Context: an optimization exercise on an open-source flow, tuned for a short achievable clock period and few clock cycles per item. The choices shown serve that exercise and are no tape-out recipe. In this exercise RTL edits were held to simulation tests only and were not proved equivalent to the original. No activity file was given, so power comes from the tool's default toggle rates.

<file path="flow/run.sh">
#!/bin/bash
# synth_recipe.tcl (not shown) runs the flow's synth.tcl, then flattens the netlist and writes it again
# the make line also repeats each setting of config.mk as NAME=value (left out here)
make -C /OpenROAD-flow-scripts/flow DESIGN_CONFIG=/design/flow/config.mk WORK_HOME=/design/flow/orfs CLKGATE_MAP_FILE= SYNTH_SCRIPT=/design/flow/synth_recipe.tcl finish
</file>
<file path="flow/config.mk">
export PLATFORM = sky130hd
export DESIGN_NAME = lc4_top
export DESIGN_NICKNAME = lc4_top
export VERILOG_FILES = /design/flow/design.v
export SDC_FILE = /design/flow/constraint.sdc
export NUM_CORES = 4
export LEC_CHECK = 0
export ABC_CLOCK_PERIOD_IN_PS = 2000
export CAP_MARGIN = 20
export CORE_MARGIN = 2
export CORE_UTILIZATION = 45
export SETUP_SLACK_MARGIN = 2.0
export SLEW_MARGIN = 20
</file>
<file path="flow/constraint.sdc">
create_clock -name core_clock -period 4.3 [get_ports {clk}]
set_input_delay 0.8600 -clock core_clock [delete_from_list [all_inputs] [get_ports {clk}]]
set_output_delay 0.8600 -clock core_clock [all_outputs]
set_load 0.01 [all_outputs]
</file>
<file path="flow/design.v">
`timescale 1ns/100ps
package lc4_isa_pkg;
   localparam int NUM_REGS = 8;
   localparam logic [3:0] OP_BR    = 4'b0000;
   localparam logic [3:0] OP_ADD   = 4'b0001;
   localparam logic [3:0] OP_AND   = 4'b0101;
   localparam logic [3:0] OP_LDR   = 4'b0110;
   localparam logic [3:0] OP_STR   = 4'b0111;
   localparam logic [3:0] OP_CONST = 4'b1001;
endpackage
`timescale 1ns/100ps
module lc4_decoder
(
   input  logic [15:0] i_insn,
   output logic        o_valid,
   output logic        o_rs_re,
   output logic        o_rt_re,
   output logic        o_rf_we,
   output logic        o_is_load,
   output logic        o_is_store,
   output logic        o_is_branch,
   output logic        o_is_const,
   output logic        o_is_and,
   output logic        o_use_imm,
   output logic [2:0]  o_rs_sel,
   output logic [2:0]  o_rt_sel,
   output logic [2:0]  o_wsel
);
   logic [3:0] op;
   logic       alu_ok;
   assign op     = i_insn[15:12];
   assign alu_ok = (op == lc4_isa_pkg::OP_ADD || op == lc4_isa_pkg::OP_AND) &&
                   (i_insn[5] || i_insn[4:3] == 2'b00);
   assign o_is_load   = op == lc4_isa_pkg::OP_LDR;
   assign o_is_store  = op == lc4_isa_pkg::OP_STR;
   assign o_is_branch = op == lc4_isa_pkg::OP_BR;
   assign o_is_const  = op == lc4_isa_pkg::OP_CONST;
   assign o_is_and    = op == lc4_isa_pkg::OP_AND;
   assign o_rf_we     = alu_ok || o_is_const || o_is_load;
   assign o_valid     = o_rf_we || o_is_store || o_is_branch;
   assign o_rs_re     = alu_ok || o_is_load || o_is_store;
   assign o_rt_re     = (alu_ok && !i_insn[5]) || o_is_store;
   assign o_use_imm   = !(alu_ok && !i_insn[5]);
   assign o_rs_sel    = i_insn[8:6];
   assign o_rt_sel    = o_is_store ? i_insn[11:9] : i_insn[2:0];
   assign o_wsel      = i_insn[11:9];
endmodule
`timescale 1ns/100ps
module lc4_regfile
(
   input  logic        clk,
   input  logic        i_reset,
   input  logic [2:0]  i_rs_sel,
   input  logic [2:0]  i_rt_sel,
   output logic [15:0] o_rs_data,
   output logic [15:0] o_rt_data,
   input  logic        i_we,
   input  logic [2:0]  i_wsel,
   input  logic [15:0] i_wdata
);
   logic [15:0] regs [8];
   always_ff @(posedge clk) begin
      if (i_reset) begin
         for (int i = 0; i < 8; i++) begin
            regs[i] <= '0;
         end
      end else if (i_we) begin
         regs[i_wsel] <= i_wdata;
      end
   end
   assign o_rs_data = regs[i_rs_sel];
   assign o_rt_data = regs[i_rt_sel];
endmodule
`timescale 1ns/100ps
module lc4_btb_lookup
#(
   parameter int NBTB = 4,
   parameter int TAGW = 8
) (
   input  logic [NBTB-1:0]    i_v,
   input  logic [16*NBTB-1:0] i_pc,
   input  logic [16*NBTB-1:0] i_tgt,
   input  logic [16*NBTB-1:0] i_fpc,
   input  logic [15:0]        i_addr,
   output logic [NBTB-1:0]    o_hit_v,
   output logic               o_hit,
   output logic [15:0]        o_tgt,
   output logic [15:0]        o_pc
);
   always_comb begin
      o_tgt = '0;
      o_pc  = '0;
      for (int i = 0; i < NBTB; i++) begin
         o_hit_v[i] = i_v[i] && i_pc[16*i +: TAGW] == i_addr[TAGW-1:0];
         o_tgt      = o_tgt | ({16{o_hit_v[i]}} & i_tgt[16*i +: 16]);
         o_pc       = o_pc | ({16{o_hit_v[i]}} & i_fpc[16*i +: 16]);
      end
   end
   assign o_hit = |o_hit_v;
endmodule
`timescale 1ns/100ps
`timescale 1ns/100ps
module lc4_add16
(
   input  logic [15:0] i_a,
   input  logic [15:0] i_b,
   output logic [15:0] o_sum
);
   logic [15:0] g [5];
   logic [15:0] p [5];
   assign g[0] = i_a & i_b;
   assign p[0] = i_a ^ i_b;
   for (genvar k = 0; k < 4; k++) begin : g_lvl
      for (genvar i = 0; i < 16; i++) begin : g_bit
         if (i >= (1 << k)) begin : g_comb
            assign g[k+1][i] = g[k][i] | (p[k][i] & g[k][i - (1 << k)]);
            assign p[k+1][i] = p[k][i] & p[k][i - (1 << k)];
         end else begin : g_pass
            assign g[k+1][i] = g[k][i];
            assign p[k+1][i] = p[k][i];
         end
      end
   end
   assign o_sum = p[0] ^ {g[4][14:0], 1'b0};
endmodule
module lc4_ksadd
#(
   parameter int W = 10,
   parameter int L = 4
) (
   input  logic [W-1:0] i_a,
   input  logic [W-1:0] i_b,
   output logic [W-1:0] o_sum,
   output logic         o_cout
);
   logic [W-1:0] g [L+1];
   logic [W-1:0] p [L+1];
   assign g[0] = i_a & i_b;
   assign p[0] = i_a ^ i_b;
   for (genvar k = 0; k < L; k++) begin : g_lvl
      for (genvar i = 0; i < W; i++) begin : g_bit
         if (i >= (1 << k)) begin : g_comb
            assign g[k+1][i] = g[k][i] | (p[k][i] & g[k][i - (1 << k)]);
            assign p[k+1][i] = p[k][i] & p[k][i - (1 << k)];
         end else begin : g_pass
            assign g[k+1][i] = g[k][i];
            assign p[k+1][i] = p[k][i];
         end
      end
   end
   assign o_sum  = p[0] ^ {g[L][W-2:0], 1'b0};
   assign o_cout = g[L][W-1];
endmodule
`timescale 1ns/100ps
`timescale 1ns/100ps
module lc4_pipeline
#(
   parameter logic [15:0] RESET_PC = 16'h8200
) (
   input  logic        clk,
   input  logic        i_reset,
   output logic [15:0] o_imem_addr,
   input  logic [15:0] i_imem_data,
   output logic [15:0] o_dmem_addr,
   output logic        o_dmem_we,
   output logic [15:0] o_dmem_wdata,
   input  logic [15:0] i_dmem_data,
   output logic        o_retire_valid,
   output logic [15:0] o_retire_pc,
   output logic [15:0] o_retire_insn,
   output logic        o_retire_rf_we,
   output logic [2:0]  o_retire_wsel,
   output logic [15:0] o_retire_wdata
);
   localparam int NBTB = 4;
   logic [15:0] pc_q;
   logic [NBTB-1:0] btb_v;
   logic [15:0]     btb_pc  [NBTB];
   logic [15:0]     btb_pcm1 [NBTB];
   logic [15:0]     btb_tgt [NBTB];
   logic [1:0]      btb_ptr;
   logic        fd_valid;
   logic [15:0] fd_pc;
   logic [15:0] fd_insn;
   logic        fd_pred;
   logic        fd_pc_ok;
   logic        fd_is_br;
   logic        fd_spred;
   logic [15:0] fd_pcp1;
   logic [9:0]  fd_lo;
   logic [2:0]  fd_rt_sel;
   logic        fd_use_imm;
   logic [15:0] fd_imm;
   logic [6:0]  fd_hi_inc;
   logic [6:0]  fd_hi_dec;
   logic [NBTB-1:0] fd_hit_v;
   logic        fd_use_rs;
   logic        fd_use_rt;
   logic        fd_dep_rs;
   logic        fd_dep_rt;
   logic        fd_dep_br;
   logic        dx_valid;
   logic [15:0] dx_pc;
   logic [15:0] dx_insn;
   logic        dx_rf_we;
   logic [2:0]  dx_wsel;
   logic        dx_is_load;
   logic        dx_is_store;
   logic        dx_is_br;
   logic        dx_is_and;
   logic        dx_slow;
   logic [15:0] dx_a;
   logic [15:0] dx_b;
   logic [15:0] dx_sd;
   logic        dx_sd_fwd;
   logic        dx_pred;
   logic        dx_inbtb;
   logic [NBTB-1:0] dx_hit_v;
   logic [15:0] dx_tgt;
   logic [15:0] dx_alt;
   logic        xm_valid;
   logic [15:0] xm_pc;
   logic [15:0] xm_insn;
   logic        xm_rf_we;
   logic [2:0]  xm_wsel;
   logic        xm_is_load;
   logic        xm_we;
   logic [15:0] xm_sum;
   logic [15:0] xm_and;
   logic        xm_is_and;
   logic [15:0] xm_res;
   logic [15:0] xm_sd;
   logic [2:0]  nzp_q;
   logic        mw_valid;
   logic [15:0] mw_pc;
   logic [15:0] mw_insn;
   logic        mw_rf_we;
   logic [2:0]  mw_wsel;
   logic [15:0] mw_data;
   logic        stall;
   logic        x_br;
   logic        redirect;
   logic        d_redirect;
   logic [15:0] d_target;
   logic        x_taken;
   logic            upd_add;
   logic [NBTB-1:0] upd_drop_v;
   logic [15:0]     upd_pc;
   logic [15:0]     upd_pcm1;
   logic [15:0]     upd_tgt;
   logic [15:0] m_result;
   logic        m_z;
   logic [NBTB-1:0] f_hit_v;
   logic            f_hit;
   logic [15:0]     f_tgt;
   logic [15:0]     f_pcp1;
   logic [15:0]     f_next;
   logic            f_use_rs;
   logic            f_use_rt;
   assign o_imem_addr = pc_q;
   logic [2:0]  f_rt_sel;
   logic [15:0] f_imm;
   assign f_rt_sel = i_imem_data[15:12] == lc4_isa_pkg::OP_STR ? i_imem_data[11:9] : i_imem_data[2:0];
   always_comb begin
      case (i_imem_data[15:12])
         lc4_isa_pkg::OP_LDR, lc4_isa_pkg::OP_STR: f_imm = {{10{i_imem_data[5]}}, i_imem_data[5:0]};
         lc4_isa_pkg::OP_CONST:                    f_imm = {{7{i_imem_data[8]}}, i_imem_data[8:0]};
         default:                                  f_imm = {{11{i_imem_data[4]}}, i_imem_data[4:0]};
      endcase
   end
   always_comb begin
      case (i_imem_data[15:12])
         lc4_isa_pkg::OP_ADD, lc4_isa_pkg::OP_AND: begin
            f_use_rs = 1'b1;
            f_use_rt = !i_imem_data[5];
         end
         lc4_isa_pkg::OP_LDR, lc4_isa_pkg::OP_STR: begin
            f_use_rs = 1'b1;
            f_use_rt = 1'b0;
         end
         default: begin
            f_use_rs = 1'b0;
            f_use_rt = 1'b0;
         end
      endcase
   end
   logic [9:0] f_lo_sum;
   logic       f_lo_cout;
   lc4_ksadd #(
      .W (10),
      .L (4)
   ) lc4_ksadd_lo (
      .i_a    ({pc_q[8:0], 1'b1}),
      .i_b    ({i_imem_data[8:0], 1'b1}),
      .o_sum  (f_lo_sum),
      .o_cout (f_lo_cout)
   );
   logic f_lo_c;
   assign f_lo_c = pc_q[8:0] == 9'h1ff;
   assign f_pcp1 = {f_lo_c ? pc_q[15:9] + 7'd1 : pc_q[15:9], pc_q[8:0] + 9'd1};
   logic [16*NBTB-1:0] btb_pc_f;
   logic [16*NBTB-1:0] btb_pcm1_f;
   logic [16*NBTB-1:0] btb_tgt_f;
   logic [NBTB-1:0]    lk_hit_v [2];
   logic [1:0]         lk_hit;
   logic [15:0]        lk_tgt   [2];
   logic [15:0]        lk_pc    [2];
   logic [NBTB-1:0]    nx_hit_v;
   logic               nx_hit;
   logic [15:0]        nx_tgt;
   logic [15:0]        nx_pc;
   logic [NBTB-1:0]    q_hit_v;
   logic               q_hit;
   logic [15:0]        q_tgt;
   logic [15:0]        q_pc;
   always_comb begin
      for (int i = 0; i < NBTB; i++) begin
         btb_pc_f[16*i +: 16]   = btb_pc[i];
         btb_pcm1_f[16*i +: 16] = btb_pcm1[i];
         btb_tgt_f[16*i +: 16]  = btb_tgt[i];
      end
   end
   lc4_btb_lookup #(
      .NBTB (NBTB)
   ) lc4_btb_lookup_seq (
      .i_v     (btb_v),
      .i_pc    (btb_pcm1_f),
      .i_tgt   (btb_tgt_f),
      .i_fpc   (btb_pc_f),
      .i_addr  (pc_q),
      .o_hit_v (lk_hit_v[0]),
      .o_hit   (lk_hit[0]),
      .o_tgt   (lk_tgt[0]),
      .o_pc    (lk_pc[0])
   );
   lc4_btb_lookup #(
      .NBTB (NBTB)
   ) lc4_btb_lookup_tgt (
      .i_v     (btb_v),
      .i_pc    (btb_pc_f),
      .i_tgt   (btb_tgt_f),
      .i_fpc   (btb_pc_f),
      .i_addr  (q_tgt),
      .o_hit_v (lk_hit_v[1]),
      .o_hit   (lk_hit[1]),
      .o_tgt   (lk_tgt[1]),
      .o_pc    (lk_pc[1])
   );
   logic f_pc_ok;
   assign f_pc_ok = q_pc == pc_q && (q_hit_v & (q_hit_v - 1'b1)) == '0;
   assign f_hit_v = q_hit_v;
   assign f_hit   = q_hit;
   assign f_tgt   = q_tgt;
   always_comb begin
      if (stall) begin
         nx_hit_v = q_hit_v;
         nx_hit   = q_hit;
         nx_tgt   = q_tgt;
         nx_pc    = q_pc;
      end else if (f_hit) begin
         nx_hit_v = lk_hit_v[1];
         nx_hit   = lk_hit[1];
         nx_tgt   = lk_tgt[1];
         nx_pc    = lk_pc[1];
      end else begin
         nx_hit_v = lk_hit_v[0];
         nx_hit   = lk_hit[0];
         nx_tgt   = lk_tgt[0];
         nx_pc    = lk_pc[0];
      end
   end
   always_ff @(posedge clk) begin
      if (i_reset) begin
         q_hit_v <= '0;
         q_hit   <= 1'b0;
      end else begin
         q_hit_v <= (redirect || d_redirect) ? '0 : nx_hit_v;
         q_hit   <= (redirect || d_redirect) ? 1'b0 : nx_hit;
      end
   end
   always_ff @(posedge clk) begin
      q_tgt <= nx_tgt;
      q_pc  <= nx_pc;
   end
   always_comb begin
      if (stall)      f_next = pc_q;
      else if (f_hit) f_next = f_tgt;
      else            f_next = f_pcp1;
   end
   always_ff @(posedge clk) begin
      if (i_reset)       pc_q <= RESET_PC;
      else if (redirect) pc_q <= dx_alt;
      else if (d_redirect) pc_q <= d_take ? d_target : d_pcp1;
      else               pc_q <= f_next;
   end
   always_ff @(posedge clk) begin
      if (i_reset || redirect || d_redirect) fd_valid <= 1'b0;
      else if (!stall)         fd_valid <= 1'b1;
   end
   always_ff @(posedge clk) begin
      if (!stall) begin
         fd_pc   <= pc_q;
         fd_pcp1 <= f_pcp1;
         fd_lo   <= {f_lo_cout, f_lo_sum[9:1]};
         fd_rt_sel  <= f_rt_sel;
         fd_use_imm <= !((i_imem_data[15:12] == lc4_isa_pkg::OP_ADD ||
                          i_imem_data[15:12] == lc4_isa_pkg::OP_AND) && !i_imem_data[5]);
         fd_imm     <= f_imm;
         fd_hi_inc <= f_lo_c ? pc_q[15:9] + 7'd2 : pc_q[15:9] + 7'd1;
         fd_hi_dec <= f_lo_c ? pc_q[15:9] : pc_q[15:9] - 7'd1;
         fd_insn <= i_imem_data;
         fd_pred <= f_hit;
         fd_pc_ok <= f_pc_ok;
         fd_is_br <= i_imem_data[15:12] == lc4_isa_pkg::OP_BR;
         fd_spred <= i_imem_data[15:12] == lc4_isa_pkg::OP_BR && i_imem_data[11:9] != 3'b000 &&
                     (i_imem_data[8] || i_imem_data[11:9] == 3'b111 || i_imem_data[11:9] == 3'b101);
         fd_hit_v <= f_hit_v;
         fd_use_rs <= f_use_rs;
         fd_use_rt <= f_use_rt;
         fd_dep_rs <= i_imem_data[8:6] == fd_insn[11:9];
         fd_dep_rt <= f_rt_sel == fd_insn[11:9];
         fd_dep_br <= i_imem_data[15:12] == lc4_isa_pkg::OP_BR &&
                      i_imem_data[11:9] != 3'b000 && i_imem_data[11:9] != 3'b111;
      end
   end
   always_ff @(posedge clk) begin
      if (i_reset) begin
         btb_v   <= '0;
         btb_ptr <= '0;
      end else begin
         for (int i = 0; i < NBTB; i++) begin
            if (upd_add && btb_ptr == 2'(i)) btb_v[i] <= 1'b1;
            else if (upd_drop_v[i])          btb_v[i] <= 1'b0;
         end
         if (upd_add) btb_ptr <= btb_ptr + 1'b1;
      end
   end
   always_ff @(posedge clk) begin
      if (upd_add) begin
         btb_pc[btb_ptr]  <= upd_pc;
         btb_pcm1[btb_ptr] <= upd_pcm1;
         btb_tgt[btb_ptr] <= upd_tgt;
      end
   end
   logic        d_valid;
   logic        d_rs_re;
   logic        d_rt_re;
   logic        d_rf_we;
   logic        d_is_load;
   logic        d_is_store;
   logic        d_is_br;
   logic        d_is_const;
   logic        d_is_and;
   logic        d_use_imm;
   logic [2:0]  d_rs_sel;
   logic [2:0]  d_rt_sel;
   logic [2:0]  d_wsel;
   logic [15:0] rf_rs;
   logic [15:0] rf_rt;
   logic [15:0] d_rs_val;
   logic [15:0] d_rt_val;
   logic [15:0] d_pcp1;
   logic [6:0]  d_hi;
   logic        x_wr_rt;
   logic        x_wr_rs;
   logic [15:0] x_quick;
   lc4_decoder lc4_decoder_i (
      .i_insn      (fd_insn),
      .o_valid     (d_valid),
      .o_rs_re     (d_rs_re),
      .o_rt_re     (d_rt_re),
      .o_rf_we     (d_rf_we),
      .o_is_load   (d_is_load),
      .o_is_store  (d_is_store),
      .o_is_branch (d_is_br),
      .o_is_const  (d_is_const),
      .o_is_and    (d_is_and),
      .o_use_imm   (d_use_imm),
      .o_rs_sel    (d_rs_sel),
      .o_rt_sel    (d_rt_sel),
      .o_wsel      (d_wsel)
   );
   lc4_regfile lc4_regfile_i (
      .clk       (clk),
      .i_reset   (i_reset),
      .i_rs_sel  (d_rs_sel),
      .i_rt_sel  (fd_rt_sel),
      .o_rs_data (rf_rs),
      .o_rt_data (rf_rt),
      .i_we      (mw_valid && mw_rf_we),
      .i_wsel    (mw_wsel),
      .i_wdata   (mw_data)
   );
   always_comb begin
      if (xm_valid && xm_rf_we && xm_wsel == d_rs_sel)      d_rs_val = m_result;
      else if (mw_valid && mw_rf_we && mw_wsel == d_rs_sel) d_rs_val = mw_data;
      else                                                  d_rs_val = rf_rs;
      if (xm_valid && xm_rf_we && xm_wsel == fd_rt_sel)      d_rt_val = m_result;
      else if (mw_valid && mw_rf_we && mw_wsel == fd_rt_sel) d_rt_val = mw_data;
      else                                                  d_rt_val = rf_rt;
   end
   assign x_wr_rt = dx_valid && dx_rf_we && fd_dep_rt;
   assign x_wr_rs = dx_valid && dx_rf_we && fd_dep_rs;
   assign x_quick = dx_is_and ? (dx_a & dx_b) : dx_b;
   assign stall = fd_valid && dx_valid && dx_rf_we &&
                  ((dx_slow && ((fd_use_rs && fd_dep_rs) || (fd_use_rt && fd_dep_rt))) ||
                   (fd_dep_br && dx_is_load));
   assign d_pcp1 = fd_pcp1;
   always_comb begin
      case ({fd_insn[8], fd_lo[9]})
         2'b01:   d_hi = fd_hi_inc;
         2'b10:   d_hi = fd_hi_dec;
         default: d_hi = fd_pcp1[15:9];
      endcase
   end
   assign d_target = {d_hi, fd_lo[8:0]};
   logic d_ok;
   logic d_take;
   logic d_drop;
   assign d_ok   = fd_pred && fd_pc_ok;
   logic d_exact;
   logic d_ftaken;
   assign d_exact  = fd_is_br && !(dx_valid && dx_rf_we) && !(xm_valid && xm_is_load);
   assign d_ftaken = (fd_insn[11] && nzp_q[2]) || (fd_insn[10] && nzp_q[1]) ||
                     (fd_insn[9] && nzp_q[0] && !nzp_q[2] && !nzp_q[1]);
   assign d_take   = d_exact ? d_ftaken : (d_ok || fd_spred);
   assign d_drop     = fd_valid && !redirect && !stall && fd_pred && !d_ok;
   assign d_redirect = fd_valid && !redirect && !stall && (fd_pred ? !(d_ok && d_take) : d_take);
   always_ff @(posedge clk) begin
      if (i_reset) begin
         dx_valid <= 1'b0;
      end else begin
         dx_valid <= fd_valid && d_valid && !stall && !redirect;
      end
   end
   always_ff @(posedge clk) begin
      dx_pc       <= fd_pc;
      dx_insn     <= fd_insn;
      dx_rf_we    <= d_rf_we;
      dx_wsel     <= d_wsel;
      dx_is_load  <= d_is_load;
      dx_is_store <= d_is_store;
      dx_is_br    <= d_is_br;
      dx_is_and   <= d_is_and;
      if (d_is_const)                 dx_a <= 16'd0;
      else if (x_wr_rs && !dx_slow)   dx_a <= x_quick;
      else                            dx_a <= d_rs_val;
      if (fd_use_imm)                 dx_b <= fd_imm;
      else if (x_wr_rt && !dx_slow)   dx_b <= x_quick;
      else                            dx_b <= d_rt_val;
      if (x_wr_rt && !dx_slow)        dx_sd <= x_quick;
      else                            dx_sd <= d_rt_val;
      dx_slow     <= d_rf_we && !d_is_and && !d_is_const;
      dx_sd_fwd   <= x_wr_rt && dx_slow;
      dx_pred     <= d_take;
      dx_inbtb    <= d_ok;
      dx_hit_v    <= fd_hit_v;
      dx_tgt      <= d_target;
      dx_alt      <= d_take ? d_pcp1 : d_target;
   end
   logic [15:0] x_a;
   logic [15:0] x_b;
   logic [15:0] x_sum;
   logic        x_z;
   logic        x_n;
   assign x_a = dx_a;
   assign x_b = dx_b;
   lc4_add16 lc4_add16_i (
      .i_a   (x_a),
      .i_b   (x_b),
      .o_sum (x_sum)
   );
   assign x_z = dx_is_and ? ((x_a & x_b) == 16'd0)
                          : ((x_a ^ x_b) == {x_a[14:0] | x_b[14:0], 1'b0});
   assign x_n = dx_is_and ? (x_a[15] & x_b[15]) : x_sum[15];
   logic [2:0] x_mask;
   assign x_br   = dx_valid && dx_is_br;
   assign x_mask = dx_insn[11:9];
   logic x_known;
   always_comb begin
      x_known = upd_add && upd_pc == dx_pc;
      for (int i = 0; i < NBTB; i++) begin
         if (btb_v[i] && btb_pc[i] == dx_pc) x_known = 1'b1;
      end
   end
   assign x_taken  = (x_mask[2] && nzp_q[2]) || (x_mask[1] && nzp_q[1]) ||
                     (x_mask[0] && nzp_q[0] && !nzp_q[2] && !nzp_q[1]);
   assign redirect = x_br && (x_taken != dx_pred);
   always_ff @(posedge clk) begin
      if (i_reset) begin
         upd_add    <= 1'b0;
         upd_drop_v <= '0;
      end else begin
         upd_add    <= x_br && x_taken && !dx_inbtb && !x_known;
         upd_drop_v <= ({NBTB{x_br && !x_taken && dx_inbtb}} & dx_hit_v) |
                       ({NBTB{d_drop}} & fd_hit_v);
      end
   end
   always_ff @(posedge clk) begin
      upd_pc    <= dx_pc;
      upd_pcm1  <= dx_pc - 16'd1;
      upd_tgt   <= dx_tgt;
   end
   always_ff @(posedge clk) begin
      if (i_reset) begin
         xm_valid <= 1'b0;
         xm_we    <= 1'b0;
      end else begin
         xm_valid <= dx_valid;
         xm_we    <= dx_valid && dx_is_store;
      end
   end
   always_ff @(posedge clk) begin
      xm_pc      <= dx_pc;
      xm_insn    <= dx_insn;
      xm_rf_we   <= dx_rf_we;
      xm_wsel    <= dx_wsel;
      xm_is_load <= dx_is_load;
      xm_sum     <= x_sum;
      xm_and     <= x_a & x_b;
      xm_is_and  <= dx_is_and;
      xm_sd      <= dx_sd_fwd ? m_result : dx_sd;
   end
   assign o_dmem_addr  = xm_sum;
   assign o_dmem_we    = xm_we;
   assign o_dmem_wdata = xm_sd;
   assign xm_res   = xm_is_and ? xm_and : xm_sum;
   assign m_result = xm_is_load ? i_dmem_data : xm_res;
   assign m_z      = i_dmem_data == 16'd0;
   always_ff @(posedge clk) begin
      if (i_reset) begin
         nzp_q <= 3'b000;
      end else if (dx_valid && dx_rf_we && !dx_is_load) begin
         nzp_q <= {x_n, x_z, 1'b1};
      end else if (xm_valid && xm_is_load) begin
         nzp_q <= {i_dmem_data[15], m_z, 1'b1};
      end
   end
   always_ff @(posedge clk) begin
      if (i_reset) begin
         mw_valid <= 1'b0;
         mw_rf_we <= 1'b0;
      end else begin
         mw_valid <= xm_valid;
         mw_rf_we <= xm_rf_we;
      end
   end
   always_ff @(posedge clk) begin
      mw_pc   <= xm_pc;
      mw_insn <= xm_insn;
      mw_wsel <= xm_wsel;
      mw_data <= m_result;
   end
   assign o_retire_valid = mw_valid;
   assign o_retire_pc    = mw_pc;
   assign o_retire_insn  = mw_insn;
   assign o_retire_rf_we = mw_rf_we;
   assign o_retire_wsel  = mw_wsel;
   assign o_retire_wdata = mw_data;
endmodule
`timescale 1ns/100ps
module lc4_top (
   input  logic        clk,
   input  logic        i_reset,
   output logic [15:0] o_imem_addr,
   input  logic [15:0] i_imem_data,
   output logic [15:0] o_dmem_addr,
   output logic        o_dmem_we,
   output logic [15:0] o_dmem_wdata,
   input  logic [15:0] i_dmem_data,
   output logic        o_retire_valid,
   output logic [15:0] o_retire_pc,
   output logic [15:0] o_retire_insn,
   output logic        o_retire_rf_we,
   output logic [2:0]  o_retire_wsel,
   output logic [15:0] o_retire_wdata
);
   lc4_pipeline #(
      .RESET_PC (16'h8200)
   ) lc4_pipeline_i (
      .clk            (clk),
      .i_reset        (i_reset),
      .o_imem_addr    (o_imem_addr),
      .i_imem_data    (i_imem_data),
      .o_dmem_addr    (o_dmem_addr),
      .o_dmem_we      (o_dmem_we),
      .o_dmem_wdata   (o_dmem_wdata),
      .i_dmem_data    (i_dmem_data),
      .o_retire_valid (o_retire_valid),
      .o_retire_pc    (o_retire_pc),
      .o_retire_insn  (o_retire_insn),
      .o_retire_rf_we (o_retire_rf_we),
      .o_retire_wsel  (o_retire_wsel),
      .o_retire_wdata (o_retire_wdata)
   );
endmodule
</file>
==> flow_summary.yaml <==
logic_synthesis:
  synth_common_cells: "412 x edfxtp_1, 327 x dfxtp_1, 174 x xnor2_1"
  ys_ff_latch: 739
  syn-cell-area_sq_um: 31000
  yosysTopAreaCellShare_pct: 40.0
  synth_fp_nets: 2463
  yosysSeqAreaShare_pct: 61.1
  yosys.cell_types.count: 71
  synth-main-ff-cell: "edfxtp_1"
  syn_inst: 2373
  synth_area_leaders: "edfxtp_1 40%, dfxtp_1 21%, xnor2_1 4.9%"
  postSynth.asyncResetShare_pct: 0
  avgSynthCellArea_sq_um: 13.0
  synth_edf_count: 412
  yosysWarnings: 12
  synth_top_area_cell: "edfxtp_1"
  yosysMostFrequentCell: "edfxtp_1"
worst_setup_path:
  path_class: "flop to flop"
  worstPathRequired_ns: 4.88
  cp-start-kind: "flop"
  startpoint: "lc4_pipeline_i.dx_pc[5]$_DFF_P_"
  reg2reg_from: "lc4_pipeline_i.dx_pc[5]$_DFF_P_"
  critPathCaptureType: "flop"
  cp_max_fo: 9
  arrival_ns: 2.89
  r2r_slack_ns: 1.99
  reg2reg_depth: 5
  timing.rr.end: "lc4_pipeline_i.upd_add$_SDFF_PP0_"
finish:
  design_area_sq_um: 36800
  instances_no_fill: 3486
  layout-drive-gt1-share_pct: 18.4
  syn2layout_area_growth_pct: 18.9
  fill_cells: 5673
  layout.nets: 2623
timing:
  slew_viol_final: 0
  setup_viol: 0
  timing.hold.ws_ns: 0.320
  relSlewSlack_pct: 32.2
  hold_viol_final: 0
  setup_tns_ns: 0
  rsz0062_at_grt: "true"
  skew_ns: 0.0364
  fin_crit_sh_pct: 53.7
  fin_crit_ns: 2.31
  fmax_ghz: 0.433
  setup_slack_ns: 1.99
  worst_slew_pin_slew_ns: 1.02
placement:
  place.gp.congestion: 0.852
  io_buffers: 135
  dpl_cell_area_sq_um: 33200
  placed_cells: 3297
  pre_cts_ws_ns: 1.19
  place.detailed.hpwl_mm: 56.8
floorplan:
  die_y_microns: 266
  die-area_sq_um: 70900
  die_w_microns: 266
  pin_count: 136
  core_area_sq_um: 68300
  rows: 96
  initial_utilization_pct: 45.3
routing:
  drc: 0
  dr.pass1.iters: 6
  wl_per_cell_microns: 25.2
  drt_iter0_markers: 1526
  via_per_inst: 5.63
  ant_nets: 0
  routed_wl_mm: 88.0
  vias: 19600
worst_hold_path:
  hp-class: "flop to flop"
  min_to: "lc4_pipeline_i.xm_insn[3]$_DFF_P_"
  hold_start: "lc4_pipeline_i.dx_insn[3]$_DFF_P_"
  holdPathStages: 0
pwr:
  leakage_nw: 14.0
  ir_worst_vdd_mv: 0.383
  pwr_density_cell_nw_per_um2: 465
clock_tree:
  cts_tree: "done"
  clkSlewWorstSetupHoldPaths_ns: 0.07
  clk_latency_ns: 0.63
  cts_buffers: 79
  root_buffer: "clkbuf_16"
  htree_levels: 3
  ctsHoldBuffers: 0
  numClockSinks: 739
  cts.path.max_buffers: 3
global_routing:
  antenna_found_initial: 8
  grt_pass1_wl_mm: 129
  first_global_vias: 20400
  grt_overflow: 0
  grt_max_degree: 63
  grt_use_total_pct: 24.5
job:
  max_cap_viol_count: 0
outcome:
  status: "timing/DRC/antenna clean"
## registers in the layout, summed over array words and instances (netlist names), 32 cells and up, named ones only
register / flops
lc4_pipeline_i.btb_pc: 64
lc4_pipeline_i.btb_tgt: 64
lc4_pipeline_i.lc4_regfile_i.regs: 128
lc4_pipeline_i.btb_pcm1: 32
## layout by cell type, fill, tap and decap left out, drive strengths merged, types with 5 or more instances in the layout
cell type | synthesis | final
nand2b | 10 | 10
edfxtp | 412 | 412
nand2 | 142 | 142
nand3 | 22 | 22
clkbuf | 104 | 116
o31ai | 18 | 18
a21oi | 48 | 48
buf | 40 | 82
a211oi | 34 | 34
inv | 63 | 65
xor2 | 65 | 65
and2 | 141 | 141
ha | 55 | 55
a31oi | 24 | 25
or4 | 5 | 5
nor4 | 25 | 25
a22oi | 73 | 73
diode | 0 | 5
xnor2 | 174 | 174
bufinv | 0 | 10
clkdlybuf4s50 | 0 | 29
mux4 | 64 | 64
dlygate4sd2 | 0 | 97
or3 | 6 | 6
a21o | 16 | 16
or2 | 11 | 11
nor2 | 90 | 90
dfxtp | 327 | 327
mux2 | 55 | 59
clkinv | 1 | 19
nor2b | 12 | 12
and3 | 32 | 32
nand4 | 38 | 38
mux2i | 97 | 97
o22ai | 15 | 15
o21a | 9 | 9
o21ai | 75 | 75
nor3 | 31 | 31
## routing by layer
metal	share of wire (%)	vias to the layer above	track usage [%]	wire, microns
met2	51	665	43.5	44900
met4	3.8	10	9.52	3320
met1	39	9814	29.5	34200
met3	6.2	184	4.34	5490
met5	0.078	-	0	69
li1	-	8967	-	-
## cell families after synthesis
family,share of synthesized area (%)
flip-flops,61.1
AND/OR/NAND/NOR,9.85
AO/OA/AOI/OAI,7.41
XOR/XNOR,6.76
multiplexers,9.79
buffers and inverters,2.80
adder cells (fa/ha/maj),2.29
## area by class of cell
class                           count  area (sq um)  area share (%)
Sequential cell                   739         19100            51.8
Clock inverter                     34           444            1.21
Timing Repair Buffer              218          1990            5.41
Antenna cell                        5          12.5          0.0340
Inverter                           64           253           0.687
Clock buffer                      113          2340            6.36
Multi-Input combinational cell   1431         11600            31.5
Tap cell                          882          1100            3.00
## report_power, final
group | total (mW) | internal [mW] | switching (mW)
Combinational | 1.56 | 0.715 | 0.846
Sequential | 8.32 | 7.88 | 0.441
Clock | 7.23 | 4.40 | 2.83
## worst max path at each step
| stage | endpoint | slack (ns) | depth (start not counted) |
|---|---|---|---|
| 6_report | lc4_pipeline_i.upd_add$_SDFF_PP0_ | 1.99 | 5 |
| 5_1_grt | lc4_pipeline_i.dx_b[14]$_DFF_P_ | 1.93 | 6 |
| 4_1_cts | o_imem_addr[3] | 1.86 | 2 |
| 3_5_place_dp | lc4_pipeline_i.fd_dep_rt$_DFFE_PN_ | 1.19 | 6 |
| 3_3_place_gp | lc4_pipeline_i.fd_dep_rt$_DFFE_PN_ | 1.25 | 7 |
| 2_1_floorplan | lc4_pipeline_i.lc4_regfile_i.regs[0][0]$_SDFFCE_PN0P_ | 2.01 | 3 |
## repair_timing
action                     CTS  global route
setup endpoints to repair  349           127
cloned                       1             5
resized for setup          234            57
buffers inserted            29             2
pin swaps                    5             7
hold endpoints to repair     0             0
## metrics by stage
step                      utilization, %  power [mW]
final                               53.9        17.1
after global routing                53.8        17.7
after CTS                           53.4        17.2
after detailed placement            48.6        10.0
after global placement              48.6        10.0
after floorplan                        -        9.11
## critical path, stage by stage, from the launching register on
cell and delay, ns:
dfxtp_1 0.78, xnor2_1 0.19, nand4_1 0.21, nor4_4 0.10
nor4b_1 0.69, and3_1 0.28
Testbench counts, summed over its fixed seeds: cycles 48,005, items 42,737.

-- re-timing with driven ports --
Ports are ideal in the flow. The routed layout listed here was re-timed in OpenROAD.
Step 1 assumes that a clkbuf_16 drives the clock port and a buf_2 every other input.
Step 2 times the ports against the registers' clock, not the clock port: input delays grow and output delays shrink by t, the midpoint of the rising clock arrivals with the driver on.
a / b / c = no drivers / after step 1 / after step 2; a / b = the first two.
t (ns): 0.677
setup WS [ns]: 1.990 / 1.973 / 1.387
hold WS [ns]: 0.320 / 0.320 / 0.320
worst setup path at the end: input to register
slew at the worst register clock pin (ns): 0.07 / 0.07
After both steps setup and hold are still met in this run. The setup slack of this run moves by -0.017 ns with the drivers and by -0.603 ns with both steps.
